Source: an optimization exercise on an open RTL-to-GDS flow (aim: small area, a short achievable clock period and few clock cycles per item). Production flows keep margins and buffers that such runs may drop. The RTL was checked by simulation tests, not by an equivalence proof against the original design. Power and IR drop assume default switching activity.

===== flow/design.v =====
package mbsd_pkg;
    localparam int COUNT_W  = 16;
    localparam int MINUTE_W = 11;
    localparam int BASE_W   = 19;
    localparam int TOTAL_W  = 11;
    localparam int CFG_W    = 16;
    localparam logic [TOTAL_W-1:0] TOTAL_MAX = {TOTAL_W{1'b1}};
    localparam int CFG_IDX_W = 2;
    localparam logic [CFG_IDX_W-1:0] CFG_MIN_THRESHOLD = 2'd0;
    localparam logic [CFG_IDX_W-1:0] CFG_SPIKE_MULT    = 2'd1;
    localparam logic [CFG_W-1:0] MIN_THRESHOLD_RST = 16'd5;
    localparam logic [CFG_W-1:0] SPIKE_MULT_RST    = 16'd768;
    typedef struct packed {
        logic [CFG_W-1:0] min_threshold;
        logic [CFG_W-1:0] spike_multiplier;
    } t_cfg;
endpackage
module mbsd_decide #(
    parameter int WINDOW = 8,
    parameter int SUM_W  = 19
) (
    input  logic [mbsd_pkg::COUNT_W-1:0] i_count,
    input  logic [SUM_W-1:0]             i_sum,
    input  mbsd_pkg::t_cfg               i_cfg,
    input  logic                         i_in_window,
    output logic                         o_flag
);
    localparam int PROD_W = SUM_W + mbsd_pkg::CFG_W;
    logic [PROD_W-1:0] w_lhs;
    logic [PROD_W-1:0] w_rhs;
    logic              w_above_min;
    assign w_lhs = (PROD_W'(i_count) * PROD_W'(WINDOW)) << 8;
    assign w_rhs = PROD_W'(i_sum) * PROD_W'(i_cfg.spike_multiplier);
    assign w_above_min = i_count >= i_cfg.min_threshold;
    assign o_flag = i_in_window && w_above_min && ((i_sum == '0) || (w_lhs > w_rhs));
endmodule
module moving_baseline_spike_detector #(
    parameter int WINDOW     = 8,
    parameter int DAY_LENGTH = 1440
) (
    input  logic                             i_clk,
    input  logic                             i_rst_n,
    input  logic                             i_valid,
    output logic                             o_ready,
    input  logic [mbsd_pkg::COUNT_W-1:0]     i_error_count,
    input  logic                             i_start_of_day,
    output logic                             o_valid,
    input  logic                             i_ready,
    output logic                             o_decision_valid,
    output logic                             o_anomaly,
    output logic [mbsd_pkg::MINUTE_W-1:0]    o_minute_index,
    output logic [mbsd_pkg::BASE_W-1:0]      o_baseline_sum,
    output logic [mbsd_pkg::TOTAL_W-1:0]     o_anomaly_total,
    input  logic                             i_cfg_valid,
    output logic                             o_cfg_ready,
    input  logic [mbsd_pkg::CFG_IDX_W-1:0]   i_cfg_index,
    input  logic [mbsd_pkg::CFG_W-1:0]       i_cfg_data
);
    localparam int COUNT_W = mbsd_pkg::COUNT_W;
    localparam int TOTAL_W = mbsd_pkg::TOTAL_W;
    localparam int SUM_W   = $clog2(WINDOW * 65535 + 1);
    localparam int MC_LIM  = (DAY_LENGTH > WINDOW) ? DAY_LENGTH : WINDOW;
    localparam int MC_W    = $clog2(MC_LIM + 1);
    mbsd_pkg::t_cfg r_cfg;
    logic               r_in_valid;
    logic [COUNT_W-1:0] r_in_count;
    logic               r_in_sod;
    logic [COUNT_W-1:0] r_hist [WINDOW];
    logic [COUNT_W-1:0] n_hist [WINDOW];
    logic [SUM_W-1:0]   r_sum;
    logic [SUM_W-1:0]   n_sum;
    logic [MC_W-1:0]    r_minute;
    logic [MC_W-1:0]    n_minute;
    logic [TOTAL_W-1:0] r_total;
    logic [TOTAL_W-1:0] n_total;
    logic                           r_out_valid;
    logic                           r_out_dvalid;
    logic                           r_out_anomaly;
    logic [mbsd_pkg::MINUTE_W-1:0]  r_out_minute;
    logic [mbsd_pkg::BASE_W-1:0]    r_out_base;
    logic [TOTAL_W-1:0]             r_out_total;
    logic               w_advance;
    logic               w_accept;
    logic [SUM_W-1:0]   w_sum;
    logic [MC_W-1:0]    w_minute;
    logic [TOTAL_W-1:0] w_total;
    logic [COUNT_W-1:0] w_oldest;
    logic               w_in_day;
    logic               w_in_window;
    logic               w_flag;
    assign w_advance = r_in_valid && (!r_out_valid || i_ready);
    assign o_ready   = !r_in_valid || w_advance;
    assign w_accept  = i_valid && o_ready;
    assign o_cfg_ready = 1'b1;
    always_ff @(posedge i_clk) begin
        if (!i_rst_n) begin
            r_cfg.min_threshold    <= mbsd_pkg::MIN_THRESHOLD_RST;
            r_cfg.spike_multiplier <= mbsd_pkg::SPIKE_MULT_RST;
        end else if (i_cfg_valid) begin
            case (i_cfg_index)
                mbsd_pkg::CFG_MIN_THRESHOLD: r_cfg.min_threshold    <= i_cfg_data;
                mbsd_pkg::CFG_SPIKE_MULT:    r_cfg.spike_multiplier <= i_cfg_data;
                default: ;
            endcase
        end
    end
    always_ff @(posedge i_clk) begin
        if (!i_rst_n) begin
            r_in_valid <= 1'b0;
        end else if (w_accept) begin
            r_in_valid <= 1'b1;
        end else if (w_advance) begin
            r_in_valid <= 1'b0;
        end
    end
    always_ff @(posedge i_clk) begin
        if (w_accept) begin
            r_in_count <= i_error_count;
            r_in_sod   <= i_start_of_day;
        end
    end
    assign w_sum    = r_in_sod ? '0 : r_sum;
    assign w_minute = r_in_sod ? '0 : r_minute;
    assign w_total  = r_in_sod ? '0 : r_total;
    assign w_oldest = r_in_sod ? '0 : r_hist[WINDOW-1];
    assign w_in_day    = w_minute < MC_W'(DAY_LENGTH);
    assign w_in_window = w_in_day && (w_minute >= MC_W'(WINDOW));
    mbsd_decide #(
        .WINDOW (WINDOW),
        .SUM_W  (SUM_W)
    ) u_decide (
        .i_count     (r_in_count),
        .i_sum       (w_sum),
        .i_cfg       (r_cfg),
        .i_in_window (w_in_window),
        .o_flag      (w_flag)
    );
    always_comb begin
        n_total = w_total;
        if (w_flag && (w_total != mbsd_pkg::TOTAL_MAX)) begin
            n_total = w_total + TOTAL_W'(1);
        end
        n_sum    = w_sum;
        n_minute = w_minute;
        for (int i = 0; i < WINDOW; i++) begin
            n_hist[i] = r_in_sod ? '0 : r_hist[i];
        end
        if (w_in_day) begin
            n_sum    = w_sum - SUM_W'(w_oldest) + SUM_W'(r_in_count);
            n_minute = w_minute + MC_W'(1);
            n_hist[0] = r_in_count;
            for (int i = 1; i < WINDOW; i++) begin
                n_hist[i] = r_in_sod ? '0 : r_hist[i-1];
            end
        end
    end
    always_ff @(posedge i_clk) begin
        if (!i_rst_n) begin
            for (int i = 0; i < WINDOW; i++) begin
                r_hist[i] <= '0;
            end
            r_sum    <= '0;
            r_minute <= '0;
            r_total  <= '0;
        end else if (w_advance) begin
            for (int i = 0; i < WINDOW; i++) begin
                r_hist[i] <= n_hist[i];
            end
            r_sum    <= n_sum;
            r_minute <= n_minute;
            r_total  <= n_total;
        end
    end
    always_ff @(posedge i_clk) begin
        if (!i_rst_n) begin
            r_out_valid <= 1'b0;
        end else if (w_advance) begin
            r_out_valid <= 1'b1;
        end else if (i_ready) begin
            r_out_valid <= 1'b0;
        end
    end
    always_ff @(posedge i_clk) begin
        if (w_advance) begin
            r_out_dvalid  <= w_in_window;
            r_out_anomaly <= w_flag;
            r_out_minute  <= mbsd_pkg::MINUTE_W'(w_minute);
            r_out_base    <= mbsd_pkg::BASE_W'(w_sum);
            r_out_total   <= n_total;
        end
    end
    assign o_valid          = r_out_valid;
    assign o_decision_valid = r_out_dvalid;
    assign o_anomaly        = r_out_anomaly;
    assign o_minute_index   = r_out_minute;
    assign o_baseline_sum   = r_out_base;
    assign o_anomaly_total  = r_out_total;
endmodule

===== flow/run.sh =====
#!/bin/bash
# synth_recipe.tcl (not shown) runs the flow's synth.tcl, then flattens the netlist and writes it again
# the make line also repeats each setting of config.mk as NAME=value (left out here)
make -C /OpenROAD-flow-scripts/flow DESIGN_CONFIG=/design/flow/config.mk WORK_HOME=/design/flow/orfs CLKGATE_MAP_FILE= SYNTH_SCRIPT=/design/flow/synth_recipe.tcl finish

===== flow/constraint.sdc =====
create_clock -name core_clock -period 10.0 [get_ports {i_clk}]
set_input_delay 2.0000 -clock core_clock [delete_from_list [all_inputs] [get_ports {i_clk}]]
set_output_delay 2.0000 -clock core_clock [all_outputs]
set_load 0.01 [all_outputs]

===== flow/config.mk =====
export PLATFORM = sky130hd
export DESIGN_NAME = moving_baseline_spike_detector
export DESIGN_NICKNAME = moving_baseline_spike_detector
export VERILOG_FILES = /design/flow/design.v
export SDC_FILE = /design/flow/constraint.sdc
export NUM_CORES = 4
export LEC_CHECK = 0
export CAP_MARGIN = 20
export CORE_MARGIN = 2
export CORE_UTILIZATION = 40
export SLEW_MARGIN = 20

==> flow_summary.html <==
<table>
<tr><th>Metric</th><th>Value</th></tr>
<tr><th colspan="2">Global route</th></tr>
<tr><td>GR Overflow Total</td><td>0</td></tr>
<tr><td>Number of global-route vias before repair</td><td>17,600</td></tr>
<tr><td>Number of antenna violations at the first check in global routing</td><td>1</td></tr>
<tr><td>First-pass GRT wire length</td><td>roughly 98 mm</td></tr>
<tr><td>GRT Util Overall</td><td>21.7%</td></tr>
<tr><td>Pin count of the biggest net entering global routing</td><td>112</td></tr>
<tr><th colspan="2">STA</th></tr>
<tr><td>Count of endpoints failing hold in the final timing report</td><td>0</td></tr>
<tr><td>Unrepaired setup endpoints after global routing</td><td>no</td></tr>
<tr><td>Final clock skew</td><td>0.0260 ns</td></tr>
<tr><td>Count of final setup violators</td><td>0</td></tr>
<tr><td>Final worst-path cycle share</td><td>93.5%</td></tr>
<tr><td>Fmax</td><td>around 0.11 GHz</td></tr>
<tr><td>Post-route worst setup slack</td><td>0.650 ns</td></tr>
<tr><td>Rel. slew slack</td><td>27.2%</td></tr>
<tr><td>Final critical path time including I/O delays and setup</td><td>9.35 ns</td></tr>
<tr><td>Tightest hold margin</td><td>0.450 ns</td></tr>
<tr><td>Number of max-slew violations in the final report</td><td>0</td></tr>
<tr><td>Worst Tran Pin Value</td><td>1.09 ns</td></tr>
<tr><td>Final sum of negative setup slack</td><td>0 ns</td></tr>
<tr><th colspan="2">Floorplan</th></tr>
<tr><td>Standard cell core area</td><td>55,200 µm²</td></tr>
<tr><td>Site row count</td><td>86</td></tr>
<tr><td>Height of the die</td><td>240 µm</td></tr>
<tr><td>Die span in x</td><td>240 µm</td></tr>
<tr><td>Initial cell density of the core</td><td>40.5%</td></tr>
<tr><td>Area of the die</td><td>57,800 µm²</td></tr>
<tr><td>Boundary pin count</td><td>86</td></tr>
<tr><th colspan="2">Placed design</th></tr>
<tr><td>Worst Setup Slack post-DPL</td><td>0.781 ns</td></tr>
<tr><td>Number of input and output port buffers inserted</td><td>84</td></tr>
<tr><td>Weighted congestion at the end of routability-driven global placement</td><td>0.894</td></tr>
<tr><td>Cell area after placement</td><td>between 20,000 and 25,000 µm²</td></tr>
<tr><td>Post-detailed-placement half-perimeter wirelength</td><td>43.6 mm</td></tr>
<tr><td>Number of instances in the placed design</td><td>3,262</td></tr>
<tr><th colspan="2">Layout</th></tr>
<tr><td>Most common cell after layout, fill and taps aside</td><td>nand2_1</td></tr>
<tr><td>Most frequent cells in the layout</td><td>nand2_1, inv_1, fa_1, a21oi_1, dfxtp_1</td></tr>
<tr><td>Core Util, Final</td><td>44.9%</td></tr>
<tr><td># fillers</td><td>5,378</td></tr>
<tr><td>Relative area change from synthesis to final layout</td><td>10.9%</td></tr>
<tr><td>Post-route standard cell area excluding fillers</td><td>approximately 25,000 µm²</td></tr>
<tr><td>Nets</td><td>3,001</td></tr>
<tr><td>Fraction of final layout cells with drive strength greater than 1</td><td>4.32%</td></tr>
<tr><td>Number of inserted diodes</td><td>0</td></tr>
<tr><td>Non-filler instance count after layout</td><td>about 3,300</td></tr>
<tr><th colspan="2">Worst setup path</th></tr>
<tr><td>Type of element capturing the critical path</td><td>flop</td></tr>
<tr><td>Critical-path maximum fanout</td><td>28</td></tr>
<tr><td>Start of the worst register-to-register path</td><td>r_in_sod</td></tr>
<tr><td>Element type at the critical path start</td><td>flop</td></tr>
<tr><td>Cell type of the slowest stage on the worst timing path</td><td>fa_1</td></tr>
<tr><td>Critical path launch point</td><td>r_in_sod</td></tr>
<tr><td>Delay of the slowest cell on the worst path</td><td>0.57 ns</td></tr>
<tr><td>Required time worst endpoint</td><td>10.35 ns</td></tr>
<tr><td>Worst setup path class</td><td>reg2reg</td></tr>
<tr><td>Critical path's most frequent cell</td><td>fa_1</td></tr>
<tr><td>Signal arrival time at the worst endpoint</td><td>9.70 ns</td></tr>
<tr><th colspan="2">Power</th></tr>
<tr><td>Combinational power share</td><td>18.1%</td></tr>
<tr><td>Sw power</td><td>roughly 0.8 mW</td></tr>
<tr><td>Total Power</td><td>2.73 mW</td></tr>
<tr><td>Reg power frac</td><td>42.3%</td></tr>
<tr><td>Design internal power</td><td>1.91 mW</td></tr>
<tr><td>Peak supply drop</td><td>between 100 and 150 µV</td></tr>
<tr><td>Power density of the placed cells</td><td>110 nW/µm²</td></tr>
<tr><td>Static Leakage</td><td>10.3 nW</td></tr>
<tr><td>Sw Share</td><td>30.1%</td></tr>
<tr><td>Part of the power in the clock network</td><td>39.6%</td></tr>
<tr><th colspan="2">Flow run</th></tr>
<tr><td>Number of max-cap violations</td><td>0</td></tr>
<tr><th colspan="2">Clock network</th></tr>
<tr><td>Cts-stage hold buffer count</td><td>0</td></tr>
<tr><td>CTS Root Cell</td><td>clkbuf_16</td></tr>
<tr><td>Clock tree from TritonCTS</td><td>done</td></tr>
<tr><td>Post-CTS setup buffer count</td><td>0</td></tr>
<tr><td>TritonCTS Buffers</td><td>31</td></tr>
<tr><td>Clock-pin slew reported for the worst setup and hold paths after clock tree synthesis</td><td>0.06 ns</td></tr>
<tr><td>Clock buffer depth</td><td>3</td></tr>
<tr><td>Number of H-tree branching levels</td><td>1</td></tr>
<tr><td>TritonCTS sink count</td><td>263</td></tr>
<tr><td>Clk Latency, worst-skew pair</td><td>0.61 ns</td></tr>
<tr><td>Number of instances resized during post-cts repair</td><td>0</td></tr>
<tr><th colspan="2">Worst hold path</th></tr>
<tr><td>Worst min-delay path startpoint</td><td>r_sum[13]</td></tr>
<tr><td>Hold/Removal Path Class</td><td>reg2reg</td></tr>
<tr><th colspan="2">Detailed routing</th></tr>
<tr><td>Routed WL per cell</td><td>around 18 µm</td></tr>
<tr><td>Count of nets left with antenna violations after detail routing</td><td>0</td></tr>
<tr><td>Starting DRC count in detailed routing</td><td>1,160</td></tr>
<tr><td>Vias per cell</td><td>between 5 and 6</td></tr>
<tr><td>Total number of vias</td><td>approximately 17,000</td></tr>
<tr><td>Router iterations before antenna repair</td><td>5</td></tr>
<tr><td>Final wirelength</td><td>61.1 mm</td></tr>
<tr><td>Final routed DRC violation total</td><td>0</td></tr>
<tr><th colspan="2">Logic synthesis</th></tr>
<tr><td>Proportion of synthesized flip-flops having asynchronous set or reset</td><td>0%</td></tr>
<tr><td>Sequential fraction of the synthesis area</td><td>26.3%</td></tr>
<tr><td>Syn. warnings</td><td>3</td></tr>
<tr><td>Avg Inst Size Synth</td><td>between 8 and 9 µm²</td></tr>
<tr><td>Register bit count reported by yosys</td><td>263</td></tr>
<tr><td>Count of unique library cells instantiated by Yosys</td><td>76</td></tr>
<tr><td>Cell count after synthesis</td><td>2,550</td></tr>
<tr><td>Leading register cell type out of synthesis</td><td>dfxtp_1</td></tr>
<tr><td>Mapped cell area</td><td>22,300 µm²</td></tr>
<tr><td>Number of nets in the synthesized netlist</td><td>3,004</td></tr>
<tr><td>Number of enable-type register cells in the synthesized netlist</td><td>60</td></tr>
<tr><th colspan="2">Outcome</th></tr>
<tr><td>Status</td><td>complete, no violations</td></tr>
</table>
==> path summary, 6_finish.rpt <==
| check | endpoint | slack (ns) | depth (start not counted) |
|---|---|---|---|
| max | r_out_total[8] | 0.65 | 35 |
| max reg2reg | r_out_total[8] | 0.65 | 35 |
| min reg2reg | r_sum[13] | 0.45 | 2 |
| min | r_sum[13] | 0.45 | 2 |
==> flip-flops by register name (all words and copies together), names as in the netlist <==
name and cells:
r_hist 128, r_cfg 32, r_out_base 19, r_sum 19
r_in_count 16, r_minute 11, r_out_minute 11, r_out_total 11
r_total 11, r_in_sod 1, r_in_valid 1, r_out_anomaly 1
r_out_dvalid 1, r_out_valid 1
==> metal layers <==
metal / track usage [%] / vias up / share of wire [%]
li1: - / 8170 / -
met1: 29.3 / 8698 / 44
met2: 36.2 / 432 / 47
met3: 3.44 / 106 / 5.8
met4: 6.08 / 2 / 2.9
met5: 0 / - / 0.021
==> Yosys cell counts (12+ instances only) <==
cell type	n	area (µm²)
nand2_1	461	1730
xor2_1	19	166
dfxtp_1	203	4060
and2_1	139	870
o21ai_0	24	120
a21oi_1	220	1100
fa_1	252	5040
nand2b_1	27	169
a21o_1	30	225
a31oi_1	14	87.6
xnor2_1	32	280
nor3_1	16	80.1
nand3b_1	117	878
inv_1	326	1220
nor2_1	65	244
edfxtp_1	60	1800
clkbuf_1	152	571
nand4_1	17	106
ha_1	162	2030
and3_1	12	75.1
nand3_1	34	170
nor2b_1	36	225
==> power by group through the flow <==
stage | clock network (mW) | logic [mW] | registers, mW
after CTS | 1.11 | 0.494 | 1.16
after floorplan | 0 | 0.334 | 1.16
after global routing | 1.15 | 0.550 | 1.16
after detailed placement | 0 | 0.489 | 1.18
after global placement | 0 | 0.481 | 1.18
final | 1.08 | 0.494 | 1.16
==> worst max-delay path, delay by kind of cell, from the launching register on <==
family,cells,cell delay (ns)
buffers and inverters,8,1.13
XOR/XNOR,1,0.15
flip-flops,1,0.53
AND/OR/NAND/NOR,11,1.78
AO/OA/AOI/OAI,7,1.59
adder cells (fa/ha/maj),8,3.89
==> area by class of cell <==
type / instances / area (µm²) / share of cell area [%]
clock buffers: 43 / 851 / 3.43
clock inverters: 14 / 109 / 0.439
inverters: 328 / 1240 / 4.99
multi-input cells: 1798 / 14600 / 59.0
flip-flops and latches: 263 / 5870 / 23.7
well taps: 748 / 936 / 3.78
repair buffers: 125 / 1150 / 4.64
==> logic make-up (layout without fill, tap and decap cells) <==
kind of cell    count (synthesis)  count (layout)  synth area share (%)
compound gates                363             363                  9.73
xor+xnor                       51              51                  2.00
fa+ha+maj                     414             414                  31.7
buf+inv                       489             510                  8.36
flops                         263             263                  26.3
mux                             6               6                 0.269
other cells                     1               1                0.0168
simple gates                  963             963                  21.7
Testbench counts, summed over its fixed seeds: cycles 23,056, items 23,040.

==> afterwards: timing with drivers on the ports <==
No port has a modelled driver above. Below, the same layout with a new extraction and two added sets of constraints. Step 1 assumes that a clkbuf_16 drives the clock port and a buf_2 every other input. Step 2 times the ports against the registers' clock, not the clock port: input delays grow and output delays shrink by t, the midpoint of the rising clock arrivals with the driver on. Slacks: ideal / step 1 / step 2; pairs: ideal / step 1.
t (ns): 0.661
setup WS [ns]: 0.650 / 0.650 / 0.650
worst hold slack (ns): 0.450 / 0.450 / 0.450
worst slew at a driven data input, ns: 0.05
After both steps setup and hold are still met in this run. The setup slack of this run moves by 0.000 ns with the drivers and by 0.000 ns with both steps.
